From an optimization exercise on the open Yosys and OpenROAD flow, aimed at small area, a short achievable clock period and few clock cycles per item; shortcuts taken in it are not production practice.
In this exercise RTL edits were held to simulation tests only and were not proved equivalent to the original.
Power and IR drop assume default switching activity.

--- flow/config.mk ---
export PLATFORM = sky130hd
export DESIGN_NAME = dadda_mul
export DESIGN_NICKNAME = dadda_mul
export VERILOG_FILES = /design/flow/design.v
export SDC_FILE = /design/flow/constraint.sdc
export NUM_CORES = 4
export LEC_CHECK = 0
export CAP_MARGIN = 20
export CORE_MARGIN = 2
export CORE_UTILIZATION = 40
export SLEW_MARGIN = 20
--- flow/constraint.sdc ---
create_clock -name core_clock -period 4.0 [get_ports {clk}]
set_input_delay 0.8000 -clock core_clock [delete_from_list [all_inputs] [get_ports {clk}]]
set_output_delay 0.8000 -clock core_clock [all_outputs]
set_load 0.01 [all_outputs]
--- flow/design.v ---
package mul_pkg;
    localparam int OP_W       = 16;
    localparam int PROD_W     = 2 * OP_W;
    localparam int NUM_STAGES = 6;
    localparam int MAX_H      = OP_W;
    localparam int MATRIX_W   = PROD_W * MAX_H;
    localparam int LATENCY    = NUM_STAGES + 2;
    function automatic int dadda_h(input int k);
        case (k)
            0:       dadda_h = 13;
            1:       dadda_h = 9;
            2:       dadda_h = 6;
            3:       dadda_h = 4;
            4:       dadda_h = 3;
            default: dadda_h = 2;
        endcase
    endfunction
    typedef union packed {
        logic [PROD_W-1:0] full;
        struct packed {
            logic [OP_W-1:0] hi;
            logic [OP_W-1:0] lo;
        } halves;
    } prod_word_t;
    function automatic int pp_col_height(input int col, input int stages);
        logic [PROD_W-1:0][7:0] h;
        int total;
        int cin;
        int excess;
        for (int c = 0; c < PROD_W; c++)
        begin
            h[c] = (c < OP_W) ? 8'(c + 1) : 8'(PROD_W - 1 - c);
        end
        for (int s = 0; s < stages; s++)
        begin
            cin = 0;
            for (int c = 0; c < PROD_W; c++)
            begin
                total  = {24'd0, h[c]} + cin;
                excess = (total > dadda_h(s)) ? total - dadda_h(s) : 0;
                cin    = (excess + 1) / 2;
                h[c]   = 8'(total - excess);
            end
        end
        pp_col_height = {24'd0, h[col]};
    endfunction
    function automatic int pp_col_carry(input int col, input int stages);
        logic [PROD_W-1:0][7:0] h;
        int total;
        int cin;
        int excess;
        for (int c = 0; c < PROD_W; c++)
        begin
            h[c] = (c < OP_W) ? 8'(c + 1) : 8'(PROD_W - 1 - c);
        end
        for (int s = 0; s < stages; s++)
        begin
            cin = 0;
            for (int c = 0; c < PROD_W; c++)
            begin
                total  = {24'd0, h[c]} + cin;
                excess = (total > dadda_h(s)) ? total - dadda_h(s) : 0;
                cin    = (excess + 1) / 2;
                h[c]   = 8'(total - excess);
            end
        end
        cin = 0;
        for (int c = 0; c < col; c++)
        begin
            total  = {24'd0, h[c]} + cin;
            excess = (total > dadda_h(stages)) ? total - dadda_h(stages) : 0;
            cin    = (excess + 1) / 2;
        end
        pp_col_carry = cin;
    endfunction
endpackage
`timescale 1ns/1ps
import mul_pkg::*;
module mul_operand_prep
(
    input  logic                clk,
    input  logic                rst_n,
    input  logic                in_valid,
    input  logic                mode,
    input  logic [OP_W-1:0]     a,
    input  logic [OP_W-1:0]     b,
    output logic                valid_out,
    output logic                neg_out,
    output logic [MATRIX_W-1:0] matrix_out
);
    logic                a_neg;
    logic                b_neg;
    logic [OP_W-1:0]     a_mag;
    logic [OP_W-1:0]     b_mag;
    logic [MATRIX_W-1:0] pp;
    assign a_neg = mode & a[OP_W-1];
    assign b_neg = mode & b[OP_W-1];
    assign a_mag = (a ^ {OP_W{a_neg}}) + OP_W'(a_neg);
    assign b_mag = (b ^ {OP_W{b_neg}}) + OP_W'(b_neg);
    always_comb
    begin
        pp = '0;
        for (int i = 0; i < OP_W; i++)
        begin
            for (int j = 0; j < OP_W; j++)
            begin
                if (i + j < OP_W)
                begin
                    pp[(i + j) * MAX_H + i] = a_mag[j] & b_mag[i];
                end
                else
                begin
                    pp[(i + j) * MAX_H + OP_W - 1 - j] = a_mag[j] & b_mag[i];
                end
            end
        end
    end
    always_ff @(posedge clk or negedge rst_n)
    begin
        if (!rst_n)
            valid_out <= 1'b0;
        else
            valid_out <= in_valid;
    end
    always_ff @(posedge clk)
    begin
        neg_out    <= a_neg ^ b_neg;
        matrix_out <= pp;
    end
endmodule
`timescale 1ns/1ps
import mul_pkg::*;
module dadda_stage
#(
    parameter int TARGET = 2
) (
    input  logic                clk,
    input  logic                rst_n,
    input  logic                valid_in,
    input  logic                neg_in,
    input  logic [MATRIX_W-1:0] matrix_in,
    output logic                valid_out,
    output logic                neg_out,
    output logic [MATRIX_W-1:0] matrix_out
);
    function automatic int level_of(input int t);
        int lvl;
        lvl = 0;
        for (int k = 0; k < NUM_STAGES; k++)
        begin
            if (mul_pkg::dadda_h(k) == t)
                lvl = k;
        end
        level_of = lvl;
    endfunction
    localparam int LEVEL = level_of(TARGET);
    function automatic int carries_into(input int col);
        carries_into = mul_pkg::pp_col_carry(col, LEVEL);
    endfunction
    logic [PROD_W-1:0][MAX_H-1:0] carry_in;
    logic [MATRIX_W-1:0]          reduced;
    assign carry_in[0] = '0;
    for (genvar c = 0; c < PROD_W; c++)
    begin : g_col
        localparam int HIN    = mul_pkg::pp_col_height(c, LEVEL);
        localparam int CIN    = carries_into(c);
        localparam int TOT    = HIN + CIN;
        localparam int EXCESS = (TOT > TARGET) ? TOT - TARGET : 0;
        localparam int NFA    = EXCESS / 2;
        localparam int NHA    = EXCESS % 2;
        localparam int NUSED  = 3 * NFA + 2 * NHA;
        localparam int NKEEP  = HIN - NUSED;
        logic [MAX_H-1:0] col_in;
        logic [MAX_H-1:0] col_out;
        logic [MAX_H-1:0] cout;
        assign col_in = matrix_in[c * MAX_H +: MAX_H];
        always_comb
        begin
            col_out = '0;
            for (int f = 0; f < NFA; f++)
            begin
                col_out[f] = ^col_in[3 * f +: 3];
            end
            if (NHA != 0)
            begin
                col_out[NFA] = col_in[3 * NFA] ^ col_in[3 * NFA + 1];
            end
            for (int i = 0; i < NKEEP; i++)
            begin
                col_out[NFA + NHA + i] = col_in[NUSED + i];
            end
            for (int j = 0; j < CIN; j++)
            begin
                col_out[NFA + NHA + NKEEP + j] = carry_in[c][j];
            end
        end
        always_comb
        begin
            cout = '0;
            for (int f = 0; f < NFA; f++)
            begin
                cout[f] = (col_in[3 * f] & col_in[3 * f + 1]) |
                          (col_in[3 * f + 2] & (col_in[3 * f] ^ col_in[3 * f + 1]));
            end
            if (NHA != 0)
            begin
                cout[NFA] = col_in[3 * NFA] & col_in[3 * NFA + 1];
            end
        end
        assign reduced[c * MAX_H +: MAX_H] = col_out;
        if (c < PROD_W - 1)
        begin : g_carry
            assign carry_in[c + 1] = cout;
        end
    end
    always_ff @(posedge clk or negedge rst_n)
    begin
        if (!rst_n)
            valid_out <= 1'b0;
        else
            valid_out <= valid_in;
    end
    always_ff @(posedge clk)
    begin
        neg_out    <= neg_in;
        matrix_out <= reduced;
    end
endmodule
`timescale 1ns/1ps
import mul_pkg::*;
module mul_final_add
(
    input  logic                clk,
    input  logic                rst_n,
    input  logic                valid_in,
    input  logic                neg_in,
    input  logic [MATRIX_W-1:0] matrix_in,
    output logic                valid_out,
    output logic [PROD_W-1:0]   product
);
    logic [PROD_W-1:0] row_a;
    logic [PROD_W-1:0] row_b;
    logic [PROD_W-1:0] sum;
    logic [PROD_W-1:0] result;
    always_comb
    begin
        for (int c = 0; c < PROD_W; c++)
        begin
            row_a[c] = matrix_in[c * MAX_H];
            row_b[c] = matrix_in[c * MAX_H + 1];
        end
    end
    assign sum = row_a + row_b;
    assign result = (sum ^ {PROD_W{neg_in}}) + PROD_W'(neg_in);
    always_ff @(posedge clk or negedge rst_n)
    begin
        if (!rst_n)
        begin
            valid_out    <= 1'b0;
            product      <= '0;
        end
        else
        begin
            valid_out    <= valid_in;
            product      <= result;
        end
    end
endmodule
`timescale 1ns/1ps
import mul_pkg::*;
module dadda_mul
(
    input  logic            clk,
    input  logic            rst_n,
    input  logic            in_valid,
    input  logic            mode,
    input  logic [OP_W-1:0] a,
    input  logic [OP_W-1:0] b,
    output logic            out_valid,
    output logic [OP_W-1:0] hi,
    output logic [OP_W-1:0] lo
);
    logic [NUM_STAGES:0] st_valid;
    logic [NUM_STAGES:0] st_neg;
    logic [MATRIX_W-1:0] st_matrix [0:NUM_STAGES];
    logic [PROD_W-1:0]   product;
    mul_operand_prep u_prep (
        .clk        (clk),
        .rst_n      (rst_n),
        .in_valid   (in_valid),
        .mode       (mode),
        .a          (a),
        .b          (b),
        .valid_out  (st_valid[0]),
        .neg_out    (st_neg[0]),
        .matrix_out (st_matrix[0])
    );
    for (genvar k = 0; k < NUM_STAGES; k++)
    begin : g_stage
        dadda_stage #(
            .TARGET (mul_pkg::dadda_h(k))
        ) u_stage (
            .clk        (clk),
            .rst_n      (rst_n),
            .valid_in   (st_valid[k]),
            .neg_in     (st_neg[k]),
            .matrix_in  (st_matrix[k]),
            .valid_out  (st_valid[k + 1]),
            .neg_out    (st_neg[k + 1]),
            .matrix_out (st_matrix[k + 1])
        );
    end
    mul_final_add u_final (
        .clk       (clk),
        .rst_n     (rst_n),
        .valid_in  (st_valid[NUM_STAGES]),
        .neg_in    (st_neg[NUM_STAGES]),
        .matrix_in (st_matrix[NUM_STAGES]),
        .valid_out (out_valid),
        .product   (product)
    );
    assign hi = product[PROD_W-1:OP_W];
    assign lo = product[OP_W-1:0];
endmodule
--- flow/run.sh ---
#!/bin/bash
# synth_recipe.tcl (not shown) runs the flow's synth.tcl, then flattens the netlist and writes it again
# the make line also repeats each setting of config.mk as NAME=value (left out here)
make -C /OpenROAD-flow-scripts/flow DESIGN_CONFIG=/design/flow/config.mk WORK_HOME=/design/flow/orfs CLKGATE_MAP_FILE= SYNTH_SCRIPT=/design/flow/synth_recipe.tcl finish
==> results by group <==
Power and ir drop
  – Pwr Density: 815.2 mW/mm2
  – Worst voltage drop across the vdd grid: 0.4228 mV
  – Internal power: 22650 uW
  – Portion of total power attributed to combinational logic: 0.193
  – Switching part of the total power: 0.2787
  – Net switching power: 8755 uW
  – Leak pwr: 0.01611 uW
  – Register share of total power: 0.490
  – Clock network fraction of total power: 0.317

Hold path
  – Path class of the lowest-slack min-delay path: input pin to async pin

Run status
  – Run status: no timing/DRC/antenna violations

Synthesis
  – YS warnings: 10
  – Number of flops mapped to enable cells by yosys: 0
  – Seq/Total Area, Yosys: 0.7235
  – Syn Nets: 2540
  – Asr flop ratio synth: 0.03396
  – Gate count of the mapped netlist: 2257
  – Syn_area_per_cell: 14.56 um2
  – Cell variety after synth: 72
  – Total standard cell area after synthesis: 0.03287 mm2
  – Most used DFF post-synth: dfxtp_1
  – Count of state elements after synthesis: 1178

Clocking
  – Hold buffer count at CTS: 0
  – Worst-skew pair later-pin latency: 0.65 ns
  – Clock slew at reported path FFs: 0.06 ns
  – Number of H-tree levels: 3
  – Buffer type at the clock tree root: clkbuf_16
  – Number of buffers between clock root and the deepest sink: 3
  – Buffers inserted during post-CTS setup optimization: 0
  – TritonCTS clock tree: done
  – Number of buffers inserted during clock tree synthesis: 104
  – Post_cts resized: 0
  – Clock Sink Count: 1178

Drt
  – Routed WL: 59.37 mm
  – First-pass detailed-route iteration total: 4
  – Number of nets with antenna violations after routing: 0
  – Via-per-instance ratio: 4.363
  – Drt drc: 0
  – Initial DRC Count: 758
  – Routed vias: 15611
  – Detailed-route wire length per cell: 16.59 um

Setup path
  – Worst Path Class, Setup: flip-flop to flip-flop
  – Critical path data required time: 4.51 ns
  – CP startpoint kind: flip-flop
  – Kind of end point of the critical path: flip-flop
  – Largest fanout of any net on the critical path: 5
  – RR Startpoint: g_stage[5].u_stage.matrix_out[16]
  – Crit path launch: g_stage[5].u_stage.matrix_out[16]
  – Data arrival time of the critical path: 4.11 ns

Timing
  – RSZ-0062 raised after global routing: false
  – Maximum frequency from static timing analysis: 278.2 MHz
  – Setup TNS Final: 0 ns
  – Measured slew at the worst slew-check pin: 0.7838 ns
  – Number of failing setup endpoints in the final timing report: 0
  – Final worst hold slack: 0.2424 ns
  – Final slew viol count: 0
  – Total count of hold-check failures in the final report: 0
  – Post-route minimum period: 3.594 ns
  – Worst Skew: 0.01948 ns
  – Final period util: 0.8985
  – Slew headroom: 0.4775

Final layout
  – Layout net count: 2702
  – Highest-count cells in the layout ignoring fill and taps: dfxtp_1 (1137), nor2_1 (313), fa_1 (196), clkbuf_16 (105), xnor2_1 (88)
  – Most common library cell in the layout ignoring fill and taps: dfxtp_1
  – Layout cells sized above 1: 0.09613
  – Synth-to-Final Area Change: 17.21%
  – Final design instance area without fill: 0.03853 mm2

Floorplan
  – Horiz. Die Dim: 290.7 um
  – Core ar.: 0.08172 mm2
  – Die Area: 0.08449 mm2
  – Boundary pin count: 69
  – Number of cell rows: 105
  – Chip height: 290.7 um
  – Starting utilization of the core area: 0.4023

GRT
  – GRT Total Usage: 0.1423
  – Via count of the first global-routing pass: 16399
  – Largest net degree at the start of global routing: 41
  – Initial antenna violation count: 1
  – Grt ovf: 0
  – First-pass GRT wire length: 92.41 mm

Placement
  – Gpl congestion: 0.8288
  – DP HPWL: 38.17 mm
  – Standard cell area after detailed placement: 0.03499 mm2
  – Port Buffers: 68

Job
  – Max-cap violations: 0
flip-flops by register name (all words and copies together) (netlist names):
signal,count
g_stage.u_stage.neg_out,6
g_stage.u_stage.matrix_out,875
u_final.product,32
u_prep.valid_out,1
u_final.valid_out,1
u_prep.matrix_out,256
g_stage.u_stage.valid_out,6
u_prep.neg_out,1
cell families (layout without fill, tap and decap cells):
| group | Yosys count | count (layout) | synth area share |
|---|---|---|---|
| AO/OA/AOI/OAI | 150 | 150 | 0.02935 |
| XOR/XNOR | 126 | 126 | 0.03437 |
| adder cells (fa/ha/maj) | 247 | 247 | 0.1388 |
| buffers and inverters | 76 | 326 | 0.009021 |
| flip-flops | 1178 | 1178 | 0.7235 |
| multiplexers | 5 | 5 | 0.001599 |
| other | 0 | 1 | 0 |
| AND/OR/NAND/NOR | 475 | 475 | 0.06334 |
final timing paths:
kind	end	slack (ns)	cells after the start
worst max-delay path	u_final.product[28]	0.41	13
worst min-delay path	u_prep.valid_out	0.24	1
worst max register to register	u_final.product[28]	0.41	13
worst min register to register	g_stage[1].u_stage.matrix_out[338]	0.31	0
max in group asynchronous	u_final.product[8]	3.25	1
min in group core_clock	g_stage[1].u_stage.matrix_out[338]	0.31	0
layer usage:
layer	share of wire	wire length [um]	global-route usage
met5	0	0	0
met4	0.023	1338	0.05017
met3	0.043	2553	0.02638
met2	0.47	28180	0.2359
met1	0.46	27300	0.1870
area by class of cell:
cell class	count	area, um2
antenna	1	2.502
clock buffer	150	3067
clock inverter	44	469.2
fill	7052	43190
inverter	25	93.84
multi-input combinational	1003	8791
sequential	1178	23780
tap	1070	1339
timing repair buffer	107	980.9
synth_stat cells, types with 5 or more instances:
master,count,area [um2]
a21o_1,12,90.09
and3_1,7,43.79
nor2_1,313,1175
and2_1,5,31.28
fa_1,196,3924
ha_1,51,638.1
o21ai_0,33,165.2
dfrtp_1,40,1001
nor3_1,20,100.1
dfxtp_1,1138,22780
nand3_1,22,110.1
buf_2,9,45.04
o31ai_1,5,37.54
o211ai_1,6,45.04
nand4_1,7,43.79
xor2_1,36,315.3
xnor2_1,88,770.7
clkbuf_1,41,153.9
nand2b_1,10,62.56
o21ai_1,5,25.02
inv_1,25,93.84
nand2_1,56,210.2
a21oi_1,48,240.2
nor2b_1,6,37.54
o21a_1,5,37.54
per-stage QoR:
| stage | setup WS, ns | instances | utilization | power [uW] |
|---|---|---|---|---|
| after floorplan | 0.5857 | 2257 | - | 19280 |
| after global placement | 0.2640 | 3383 | 0.4282 | 21600 |
| after detailed placement | 0.2017 | 3383 | 0.4282 | 21760 |
| after CTS | 0.4279 | 3577 | 0.4714 | 31760 |
| after global routing | 0.07297 | 3577 | 0.4714 | 33190 |
| final | 0.4060 | 3578 | 0.4715 | 31410 |
worst max-delay path: stages (launching register included):
cell and delay, ns:
dfxtp_1 0.32, ha_1 0.18, inv_1 0.07, fa_1 0.45, nand2b_1 0.19, a211oi_2 0.35, o211ai_1 0.26, nand2_1 0.17
a311oi_1 0.14, nor3b_1 0.43, nand4_1 0.28, nor4_2 0.35, nand3_1 0.14, xor2_1 0.16
power by group through the flow:
stage	clock network (uW)	registers (uW)	logic, uW
after floorplan	0	15400	3850
after global placement	0	15600	5980
after detailed placement	0	15700	6060
after CTS	10200	15500	6120
after global routing	10700	15700	6830
final	9950	15400	6070
Testbench counts, summed over its fixed seeds: cycles 16,056, items 16,000.

static timing again, ports no longer ideal:
Ports are ideal in the flow. The routed layout listed here was re-timed in OpenROAD.
Step 1, drivers: a clkbuf_16 drives clk and a buf_2 each remaining input, both assumed.
Step 2 also shifts input and output timing later by t, the mid clock arrival at the registers, as if the neighbouring blocks saw the same clock.
Slacks: ideal ports / drivers / drivers and shift; pairs: ideal ports / drivers.
t (ns): 0.705
setup slack, ns: 0.406 / 0.406 / 0.055
slew at the worst register clock pin (ns): 0.07 / 0.07
After both steps setup and hold are still met in this run. The setup slack of this run moves by 0.000 ns with the drivers and by -0.351 ns with both steps.
